This is an optimization exercise on Yosys and OpenROAD, whose aim is a short achievable clock period and few clock cycles, not a production implementation.
Function was checked by simulation only, so behaviour that the tests miss may differ from the original.
No activity file was given, so power comes from the tool's default toggle rates.

[flow/run.sh]
#!/bin/bash
# synth_recipe.tcl (not shown) runs the flow's synth.tcl, then flattens the netlist and writes it again
# the make line also repeats each setting of config.mk as NAME=value (left out here)
make -C /OpenROAD-flow-scripts/flow DESIGN_CONFIG=/design/flow/config.mk WORK_HOME=/design/flow/orfs CLKGATE_MAP_FILE= SYNTH_SCRIPT=/design/flow/synth_recipe.tcl finish
[flow/config.mk]
export PLATFORM = sky130hd
export DESIGN_NAME = mips_cpu_harvard
export DESIGN_NICKNAME = mips_cpu_harvard
export VERILOG_FILES = /design/flow/design.v
export SDC_FILE = /design/flow/constraint.sdc
export NUM_CORES = 4
export LEC_CHECK = 0
export CAP_MARGIN = 20
export CORE_MARGIN = 2
export CORE_UTILIZATION = 40
export PLACE_DENSITY = 0.6
export SETUP_SLACK_MARGIN = 0.3
export SLEW_MARGIN = 20
[flow/constraint.sdc]
create_clock -name core_clock -period 11.0 [get_ports {clk}]
set_input_delay 2.2000 -clock core_clock [delete_from_list [all_inputs] [get_ports {clk}]]
set_output_delay 2.2000 -clock core_clock [all_outputs]
set_load 0.01 [all_outputs]
[flow/design.v]
`default_nettype none
package mips_pkg;
	typedef logic [31:0] word_t;
	typedef logic [4:0]  reg_addr_t;
	typedef logic [5:0]  opcode_t;
	typedef logic [5:0]  funct_t;
	typedef logic [4:0]  shamt_t;
	typedef enum logic [3:0] {
		ALU_ADD,
		ALU_SUB,
		ALU_AND,
		ALU_OR,
		ALU_XOR,
		ALU_SLT,
		ALU_SLTU,
		ALU_SLL,
		ALU_SRL,
		ALU_LUI
	} alu_op_t;
	typedef enum logic [2:0] {
		PC_SEQ,
		PC_BEQ,
		PC_BNE,
		PC_JUMP,
		PC_REG    
	} next_pc_t;
	typedef struct packed {
		alu_op_t  alu_op;
		next_pc_t next_pc;
		logic     reg_write;
		logic     reg_dst_rd;    
		logic     alu_src_imm;
		logic     mem_read;
		logic     mem_write;
		logic     mem_to_reg;
	} ctrl_t;
	localparam opcode_t OP_SPECIAL = 6'h00;
	localparam opcode_t OP_J       = 6'h02;
	localparam opcode_t OP_BEQ     = 6'h04;
	localparam opcode_t OP_BNE     = 6'h05;
	localparam opcode_t OP_ADDIU   = 6'h09;
	localparam opcode_t OP_SLTI    = 6'h0a;
	localparam opcode_t OP_ANDI    = 6'h0c;
	localparam opcode_t OP_ORI     = 6'h0d;
	localparam opcode_t OP_XORI    = 6'h0e;
	localparam opcode_t OP_LUI     = 6'h0f;
	localparam opcode_t OP_LW      = 6'h23;
	localparam opcode_t OP_SW      = 6'h2b;
	localparam funct_t FN_SLL  = 6'h00;
	localparam funct_t FN_SRL  = 6'h02;
	localparam funct_t FN_JR   = 6'h08;
	localparam funct_t FN_ADDU = 6'h21;
	localparam funct_t FN_SUBU = 6'h23;
	localparam funct_t FN_AND  = 6'h24;
	localparam funct_t FN_OR   = 6'h25;
	localparam funct_t FN_XOR  = 6'h26;
	localparam funct_t FN_SLT  = 6'h2a;
	localparam funct_t FN_SLTU = 6'h2b;
	localparam word_t HALT_ADDRESS = 32'h0000_0000;
endpackage
`default_nettype wire
`timescale 1ns/1ps
`default_nettype none
module mips_decoder (
	input  mips_pkg::word_t     instruction,
	output mips_pkg::ctrl_t     ctrl,
	output mips_pkg::reg_addr_t rs,
	output mips_pkg::reg_addr_t rt,
	output mips_pkg::reg_addr_t rd_dest,
	output mips_pkg::shamt_t    shamt,
	output mips_pkg::word_t     imm,
	output logic [25:0]         jump_index
);
	mips_pkg::opcode_t   opcode;
	mips_pkg::funct_t    funct;
	mips_pkg::reg_addr_t rd;
	logic                zero_ext;
	assign opcode     = instruction[31:26];
	assign rs         = instruction[25:21];
	assign rt         = instruction[20:16];
	assign rd         = instruction[15:11];
	assign shamt      = instruction[10:6];
	assign funct      = instruction[5:0];
	assign jump_index = instruction[25:0];
	assign imm     = zero_ext ? {16'h0000, instruction[15:0]}
	                          : {{16{instruction[15]}}, instruction[15:0]};
	assign rd_dest = ctrl.reg_dst_rd ? rd : rt;
	always_comb begin
		ctrl.alu_op      = mips_pkg::ALU_ADD;
		ctrl.next_pc     = mips_pkg::PC_SEQ;
		ctrl.reg_write   = 1'b0;    
		ctrl.reg_dst_rd  = 1'b0;
		ctrl.alu_src_imm = 1'b0;
		ctrl.mem_read    = 1'b0;
		ctrl.mem_write   = 1'b0;
		ctrl.mem_to_reg  = 1'b0;
		zero_ext         = 1'b0;
		case (opcode)
			mips_pkg::OP_SPECIAL: begin
				ctrl.reg_dst_rd = 1'b1;
				ctrl.reg_write  = 1'b1;
				case (funct)
					mips_pkg::FN_ADDU: ctrl.alu_op = mips_pkg::ALU_ADD;
					mips_pkg::FN_SUBU: ctrl.alu_op = mips_pkg::ALU_SUB;
					mips_pkg::FN_AND:  ctrl.alu_op = mips_pkg::ALU_AND;
					mips_pkg::FN_OR:   ctrl.alu_op = mips_pkg::ALU_OR;
					mips_pkg::FN_XOR:  ctrl.alu_op = mips_pkg::ALU_XOR;
					mips_pkg::FN_SLT:  ctrl.alu_op = mips_pkg::ALU_SLT;
					mips_pkg::FN_SLTU: ctrl.alu_op = mips_pkg::ALU_SLTU;
					mips_pkg::FN_SLL:  ctrl.alu_op = mips_pkg::ALU_SLL;
					mips_pkg::FN_SRL:  ctrl.alu_op = mips_pkg::ALU_SRL;
					mips_pkg::FN_JR: begin
						ctrl.reg_write = 1'b0;
						ctrl.next_pc   = mips_pkg::PC_REG;
					end
					default: ctrl.reg_write = 1'b0;
				endcase
			end
			mips_pkg::OP_ADDIU, mips_pkg::OP_SLTI, mips_pkg::OP_LUI,
			mips_pkg::OP_ANDI, mips_pkg::OP_ORI, mips_pkg::OP_XORI: begin
				ctrl.reg_write   = 1'b1;
				ctrl.alu_src_imm = 1'b1;
				case (opcode)
					mips_pkg::OP_SLTI: ctrl.alu_op = mips_pkg::ALU_SLT;
					mips_pkg::OP_LUI:  ctrl.alu_op = mips_pkg::ALU_LUI;
					mips_pkg::OP_ANDI: ctrl.alu_op = mips_pkg::ALU_AND;
					mips_pkg::OP_ORI:  ctrl.alu_op = mips_pkg::ALU_OR;
					mips_pkg::OP_XORI: ctrl.alu_op = mips_pkg::ALU_XOR;
					default:           ctrl.alu_op = mips_pkg::ALU_ADD;
				endcase
				zero_ext = (opcode == mips_pkg::OP_ANDI) || (opcode == mips_pkg::OP_ORI) ||
				           (opcode == mips_pkg::OP_XORI);
			end
			mips_pkg::OP_LW: begin
				ctrl.reg_write   = 1'b1;
				ctrl.alu_src_imm = 1'b1;
				ctrl.mem_read    = 1'b1;
				ctrl.mem_to_reg  = 1'b1;
			end
			mips_pkg::OP_SW: begin
				ctrl.alu_src_imm = 1'b1;
				ctrl.mem_write   = 1'b1;
			end
			mips_pkg::OP_BEQ: begin
				ctrl.alu_op  = mips_pkg::ALU_SUB;    
				ctrl.next_pc = mips_pkg::PC_BEQ;
			end
			mips_pkg::OP_BNE: begin
				ctrl.alu_op  = mips_pkg::ALU_SUB;
				ctrl.next_pc = mips_pkg::PC_BNE;
			end
			mips_pkg::OP_J: ctrl.next_pc = mips_pkg::PC_JUMP;
			default: ;
		endcase
	end
endmodule
`default_nettype wire
`timescale 1ns/1ps
`default_nettype none
module mips_alu (
	input  mips_pkg::word_t   a,
	input  mips_pkg::word_t   b,
	input  mips_pkg::shamt_t  shamt,
	input  mips_pkg::alu_op_t op,
	output mips_pkg::word_t   result,
	output logic              zero
);
	logic signed_lt;
	logic unsigned_lt;
	assign signed_lt   = $signed(a) < $signed(b);
	assign unsigned_lt = a < b;
	always_comb begin
		case (op)
			mips_pkg::ALU_ADD: begin
				result = a + b;    
			end
			mips_pkg::ALU_SUB: begin
				result = a - b;
			end
			mips_pkg::ALU_AND: begin
				result = a & b;
			end
			mips_pkg::ALU_OR: begin
				result = a | b;
			end
			mips_pkg::ALU_XOR: begin
				result = a ^ b;
			end
			mips_pkg::ALU_SLT: begin
				result = {31'd0, signed_lt};
			end
			mips_pkg::ALU_SLTU: begin
				result = {31'd0, unsigned_lt};
			end
			mips_pkg::ALU_SLL: begin
				result = b << shamt;    
			end
			mips_pkg::ALU_SRL: begin
				result = b >> shamt;
			end
			mips_pkg::ALU_LUI: begin
				result = {b[15:0], 16'h0000};
			end
			default: begin
				result = '0;
			end
		endcase
	end
	assign zero = (result == '0);
endmodule
`default_nettype wire
`timescale 1ns/1ps
`default_nettype none
module mips_register_file (
	input  logic                clk,
	input  logic                reset,
	input  logic                clk_enable,
	input  mips_pkg::reg_addr_t read_addr_a,
	input  mips_pkg::reg_addr_t read_addr_b,
	input  mips_pkg::reg_addr_t write_addr,
	input  mips_pkg::word_t     write_data,
	input  logic                write_enable,
	output mips_pkg::word_t     read_data_a,
	output mips_pkg::word_t     read_data_b,
	output mips_pkg::word_t     register_v0
);
	mips_pkg::word_t regs [32];
	always_ff @(posedge clk) begin
		if (!reset && clk_enable && write_enable && (write_addr != 5'd0)) begin
			regs[write_addr] <= write_data;
		end
	end
	assign read_data_a = (read_addr_a == 5'd0) ? '0 : regs[read_addr_a];
	assign read_data_b = (read_addr_b == 5'd0) ? '0 : regs[read_addr_b];
	assign register_v0 = regs[2];
endmodule
`default_nettype wire
`timescale 1ns/1ps
`default_nettype none
module mips_pc #(
	parameter mips_pkg::word_t RESET_VECTOR = 32'hBFC0_0000
) (
	input  logic               clk,
	input  logic               reset,
	input  logic               clk_enable,
	input  mips_pkg::next_pc_t next_pc,
	input  logic               zero,
	input  mips_pkg::word_t    imm,
	input  logic [25:0]        jump_index,
	input  mips_pkg::word_t    reg_target,
	output mips_pkg::word_t    pc,
	output logic               active
);
	mips_pkg::word_t pc_plus4;
	mips_pkg::word_t branch_target;
	mips_pkg::word_t jump_target;
	mips_pkg::word_t pc_next;
	assign pc_plus4      = pc + 32'd4;
	assign branch_target = pc_plus4 + {imm[29:0], 2'b00};
	assign jump_target   = {pc_plus4[31:28], jump_index, 2'b00};
	always_comb begin
		case (next_pc)
			mips_pkg::PC_BEQ:  pc_next = zero ? branch_target : pc_plus4;
			mips_pkg::PC_BNE:  pc_next = zero ? pc_plus4 : branch_target;
			mips_pkg::PC_JUMP: pc_next = jump_target;
			mips_pkg::PC_REG:  pc_next = reg_target;
			default:           pc_next = pc_plus4;
		endcase
	end
	always_ff @(posedge clk) begin
		if (reset) begin
			pc     <= RESET_VECTOR;
			active <= 1'b1;
		end else if (clk_enable && active) begin
			pc <= pc_next;
			if (pc_next == mips_pkg::HALT_ADDRESS) begin
				active <= 1'b0;    
			end
		end
	end
endmodule
`default_nettype wire
`timescale 1ns/1ps
`default_nettype none
module mips_cpu_harvard #(
	parameter mips_pkg::word_t RESET_VECTOR = 32'hBFC0_0000
) (
	input  logic        clk,
	input  logic        reset,
	output logic        active,
	output logic [31:0] register_v0,
	input  logic        clk_enable,
	output logic [31:0] instr_address,
	input  logic [31:0] instr_readdata,
	output logic [31:0] data_address,
	output logic        data_write,
	output logic        data_read,
	output logic [31:0] data_writedata,
	input  logic [31:0] data_readdata
);
	mips_pkg::ctrl_t     ctrl;
	mips_pkg::reg_addr_t rs;
	mips_pkg::reg_addr_t rt;
	mips_pkg::reg_addr_t rd_dest;
	mips_pkg::shamt_t    shamt;
	mips_pkg::word_t     imm;
	logic [25:0]         jump_index;
	mips_pkg::word_t reg_read_a;
	mips_pkg::word_t reg_read_b;
	mips_pkg::word_t alu_b;
	mips_pkg::word_t alu_result;
	mips_pkg::word_t writeback;
	logic            alu_zero;
	logic            running;
	logic            reg_write_en;
	assign running = active && !reset;
	assign alu_b     = ctrl.alu_src_imm ? imm : reg_read_b;
	assign writeback = ctrl.mem_to_reg ? data_readdata : alu_result;
	assign reg_write_en   = ctrl.reg_write && running;
	assign data_read      = ctrl.mem_read && running;
	assign data_write     = ctrl.mem_write && running;
	assign data_address   = alu_result;    
	assign data_writedata = reg_read_b;
	mips_decoder u_decoder (
		.instruction (instr_readdata),
		.ctrl        (ctrl),
		.rs          (rs),
		.rt          (rt),
		.rd_dest     (rd_dest),
		.shamt       (shamt),
		.imm         (imm),
		.jump_index  (jump_index)
	);
	mips_register_file u_register_file (
		.clk          (clk),
		.reset        (reset),
		.clk_enable   (clk_enable),
		.read_addr_a  (rs),
		.read_addr_b  (rt),
		.write_addr   (rd_dest),
		.write_data   (writeback),
		.write_enable (reg_write_en),
		.read_data_a  (reg_read_a),
		.read_data_b  (reg_read_b),
		.register_v0  (register_v0)
	);
	mips_alu u_alu (
		.a      (reg_read_a),
		.b      (alu_b),
		.shamt  (shamt),
		.op     (ctrl.alu_op),
		.result (alu_result),
		.zero   (alu_zero)
	);
	mips_pc #(
		.RESET_VECTOR (RESET_VECTOR)
	) u_pc (
		.clk        (clk),
		.reset      (reset),
		.clk_enable (clk_enable),
		.next_pc    (ctrl.next_pc),
		.zero       (alu_zero),
		.imm        (imm),
		.jump_index (jump_index),
		.reg_target (reg_read_a),    
		.pc         (instr_address),
		.active     (active)
	);
endmodule
`default_nettype wire
==> qor.yml <==
synth_top_area_share: 0.4874
fin_util: 0.4794
wl_per_cell_um: 38.49
fin_hold_ws_ns: 0.5146
r2r_start: "u_register_file.regs[2][3]"
fillers: 13720
post-route-period-util: 0.9595
path_buf_inv: 8
grt_use_total: 0.3474
clkPwrFrac: 0.298
dp_hpwl_mm: 200.8
place_ws_ns: -0.06789
syn-cell-area_sq_um: 63090
yosysMostFrequentCell: "edfxtp_1"
synth.area.top_cells: "edfxtp_1, mux4_2, mux2i_1"
synth_edf_count: 1024
drive_above_1_share: 0.2589
drv_cap: 0
r2r_cells: 28
fin_skew_ns: 0.07121
vias: 50590
syn_avg_cell_area_sq_um: 13.20
finalWeightedCongestion: 1.052
peakVddDrop_mv: 0.1920
min_delay_path_depth: 2
dpl.cell_count: 7243
p_comb_frac: 0.301
h-tree-depth: 3
ys_seq_area_frac: 0.4979
p_sw_mw: 4.245
cts_root_buf: "clkbuf_16"
grt_max_degree: 82
timing.final.ws_setup_ns: 0.4453
min_path_type: "reg2reg"
hold_viol: 0
rows: 145
tns_ns: 0
grt_pass1_wl_mm: 392.4
cts_buffer_depth: 3
async_flop_share: 0
r2r_end: "u_pc.active"
power.leakage_nw: 26.24
fin_cells: 7462
worst_slew_pin_slew_ns: 1.257
whs_endpoint: "u_pc.pc[22]"
drv_slew: 0
path_clk_slew_ns: 0.06
required_ns: 8.80
critPathMaxFanout: 10
criticalPathCategory: "in2out"
wirelength_mm: 287.2
yosysWarnings: 4
dieArea_sq_um: 160900
min_from: "u_pc.pc[22]"
cp_cell_sequence: "buf_2 -> nand2b_2 -> buf_4 -> a21oi_1 -> nor4_2 -> buf_4 -> a22o_1 -> inv_1 -> ha_1 -> nor2_1 -> o311a_1 -> o221a_2 -> a31oi_2 -> a31oi_1 -> buf_4 -> buf_4 -> a311o_1 -> a21oi_1 -> nor2_1 -> o31ai_1 -> xnor2_1 -> o211ai_1 -> buf_12 -> clkdlybuf4s50_1"
crit_family: "compound AO/OA/AOI/OAI gates"
fmax_ghz: 0.09474
rrSetupSlack_ns: 2.43
synth_top_cell_by_area: "edfxtp_1"
nets: 5507
power.internal_mw: 8.517
setup.worst_path.start_class: "input pin"
ios: 198
yosys_most_used_dff: "edfxtp_1"
setup_viol: 0
worstSetupStartpoint: "instr_readdata[20]"
placed_area_sq_um: 71010
cpPeakStageDelay_ns: 0.55
slowest_stage: "clkdlybuf4s50_1"
start_util: 0.4034
clock_sinks: 1057
cp_common_cell: "buf_4"
final_area_sq_um: 74980
drt_iter0_drc: 7170
die_w_um: 401.1
ys_seq_elements: 1057
die_h_um: 401.1
gr-total-overflow: 0
area_growth_pct: 18.84
synth.distinct_cells: 115
grt_pass1_vias: 48230
via_per_inst: 6.780
insertion_delay_ns: 0.76
rsz0062_at_grt: "true"
powerDensity_nw_per_um2: 170.2
power.share.switching: 0.3326
grt_antenna_before_repair: 19
post-route-drc-count: 0
synth_cells: 4779
power_mw: 12.76
io_buffer_count: 197
cts_buffers: 112
end_kind: "output port"
sequentialPowerShare: 0.401
first_pass_iters: 6
run_status: "finished clean"
synth_common_cells: "edfxtp_1, mux4_2, mux2i_1, nor2_1, nand2_1"
crit_arrival_ns: 8.35
period_minus_slack_ns: 10.55
relSlewSlack: 0.1543
antenna_left: 0
cts_tree: "built"
core_area_sq_um: 156400
==> registers in the layout, summed over array words and instances, names as in the netlist <==
name	count
u_pc.active	1
u_pc.pc	32
u_register_file.regs	1024
==> timing repair <==
item	in CTS	in global routing
pin swaps	1	5
hold buffers	0	0
gates cloned	0	2
setup buffers	6	1
gates resized for setup	10	44
endpoints found under the hold margin	0	0
setup endpoints to repair	7	12
==> per-layer routing <==
| layer | vias up | part of all wire | global-route usage |
|---|---|---|---|
| met5 | - | 0.00021 | 0 |
| met4 | 8 | 0.065 | 0.1857 |
| met3 | 709 | 0.11 | 0.07206 |
| met2 | 3492 | 0.45 | 0.5390 |
| met1 | 26030 | 0.38 | 0.4587 |
| li1 | 20360 | - | - |
==> layout by cell type (no fill, tap or decap), drive strengths merged, types with 16 or more instances in the layout <==
| master | netlist | routed |
|---|---|---|
| a211o | 19 | 19 |
| a211oi | 62 | 62 |
| a21o | 38 | 38 |
| a21oi | 248 | 248 |
| a221oi | 31 | 31 |
| a22oi | 178 | 178 |
| a31oi | 37 | 37 |
| and2 | 28 | 28 |
| and3 | 31 | 31 |
| buf | 149 | 559 |
| clkbuf | 212 | 135 |
| clkdlybuf4s50 | 0 | 183 |
| clkinv | 2 | 52 |
| conb | 1 | 32 |
| dfxtp | 33 | 33 |
| edfxtp | 1024 | 1024 |
| ha | 129 | 129 |
| inv | 135 | 142 |
| mux2 | 61 | 61 |
| mux2i | 359 | 359 |
| mux4 | 448 | 448 |
| nand2 | 261 | 261 |
| nand2b | 28 | 28 |
| nand3 | 78 | 78 |
| nand4 | 20 | 20 |
| nor2 | 313 | 313 |
| nor2b | 37 | 37 |
| nor3 | 83 | 83 |
| nor4 | 46 | 46 |
| o211ai | 37 | 37 |
| o21a | 16 | 16 |
| o21ai | 168 | 168 |
| o21bai | 19 | 19 |
| o221ai | 31 | 31 |
| o22ai | 35 | 35 |
| or2 | 16 | 16 |
| or3 | 27 | 27 |
| or4 | 22 | 22 |
| xnor2 | 61 | 61 |
| xor2 | 19 | 19 |
==> power by group through the flow <==
stage / sequential, mW / clock, mW / combinational [mW]
2_1_floorplan: 5.19 / 0 / 1.79
3_3_place_gp: 5.20 / 0 / 3.68
3_5_place_dp: 5.20 / 0 / 3.68
4_1_cts: 5.12 / 3.83 / 3.69
5_1_grt: 5.12 / 3.98 / 3.98
6_report: 5.12 / 3.80 / 3.84
==> worst max path at each step <==
stage	endpoint	slack, ns	cells after the start
final	data_address[27]	0.45	24
after global routing	data_address[31]	0.24	25
after detailed placement	data_address[30]	-0.07	22
after global placement	u_pc.active	-0.05	32
after floorplan	u_pc.active	0.33	30
after CTS	data_address[27]	0.30	26
==> worst register-to-register path: cells and delay by family, from the launching register on <==
family          cells  cell delay (ns)
mux                 4             1.59
compound gates     13             3.36
fa+ha+maj           1             0.43
flops               1             0.56
buf+inv             4             0.72
simple gates        6             1.85
==> cell type report <==
cell class / count / area [sq um] / area share
tap: 2058 / 2575 / 0.03434
timing repair buffer: 745 / 6608 / 0.08813
inverter: 137 / 516.7 / 0.006892
multi-input combinational: 3255 / 30210 / 0.4030
sequential: 1057 / 31410 / 0.4189
clock inverter: 73 / 763.2 / 0.01018
clock buffer: 133 / 2882 / 0.03843
antenna: 4 / 10.01 / 0.0001335
==> kinds of logic after synthesis <==
family          Yosys count  synth area share
compound gates         1107            0.1224
xor+xnor                 80           0.01111
fa+ha+maj               132           0.02654
buf+inv                 498           0.03498
flops                  1057            0.4979
mux                     868            0.2278
other cells               1        0.00005944
simple gates           1036           0.07929
Testbench counts, summed over its fixed seeds: cycles 35,804.

## static timing again, ports no longer ideal
Ports are ideal in the flow. The routed layout listed here was re-timed in OpenROAD. Step 1 assumes that a clkbuf_16 drives the clock port and a buf_2 every other input. Step 2 times the ports against the registers' clock, not the clock port: input delays grow and output delays shrink by t, the midpoint of the rising clock arrivals with the driver on. a / b / c = ideal / step 1 / step 2; a / b = the first two.
t (ns): 0.805
setup WS [ns]: 0.445 / 0.207 / 0.067
worst setup path at the end: input to register
worst slew at a driven data input, ns: 0.41
cell pins on the clock port's net: 1
After both steps this run still meets setup and hold. The setup slack of this run moves by -0.238 ns with the drivers and by -0.378 ns with both steps.
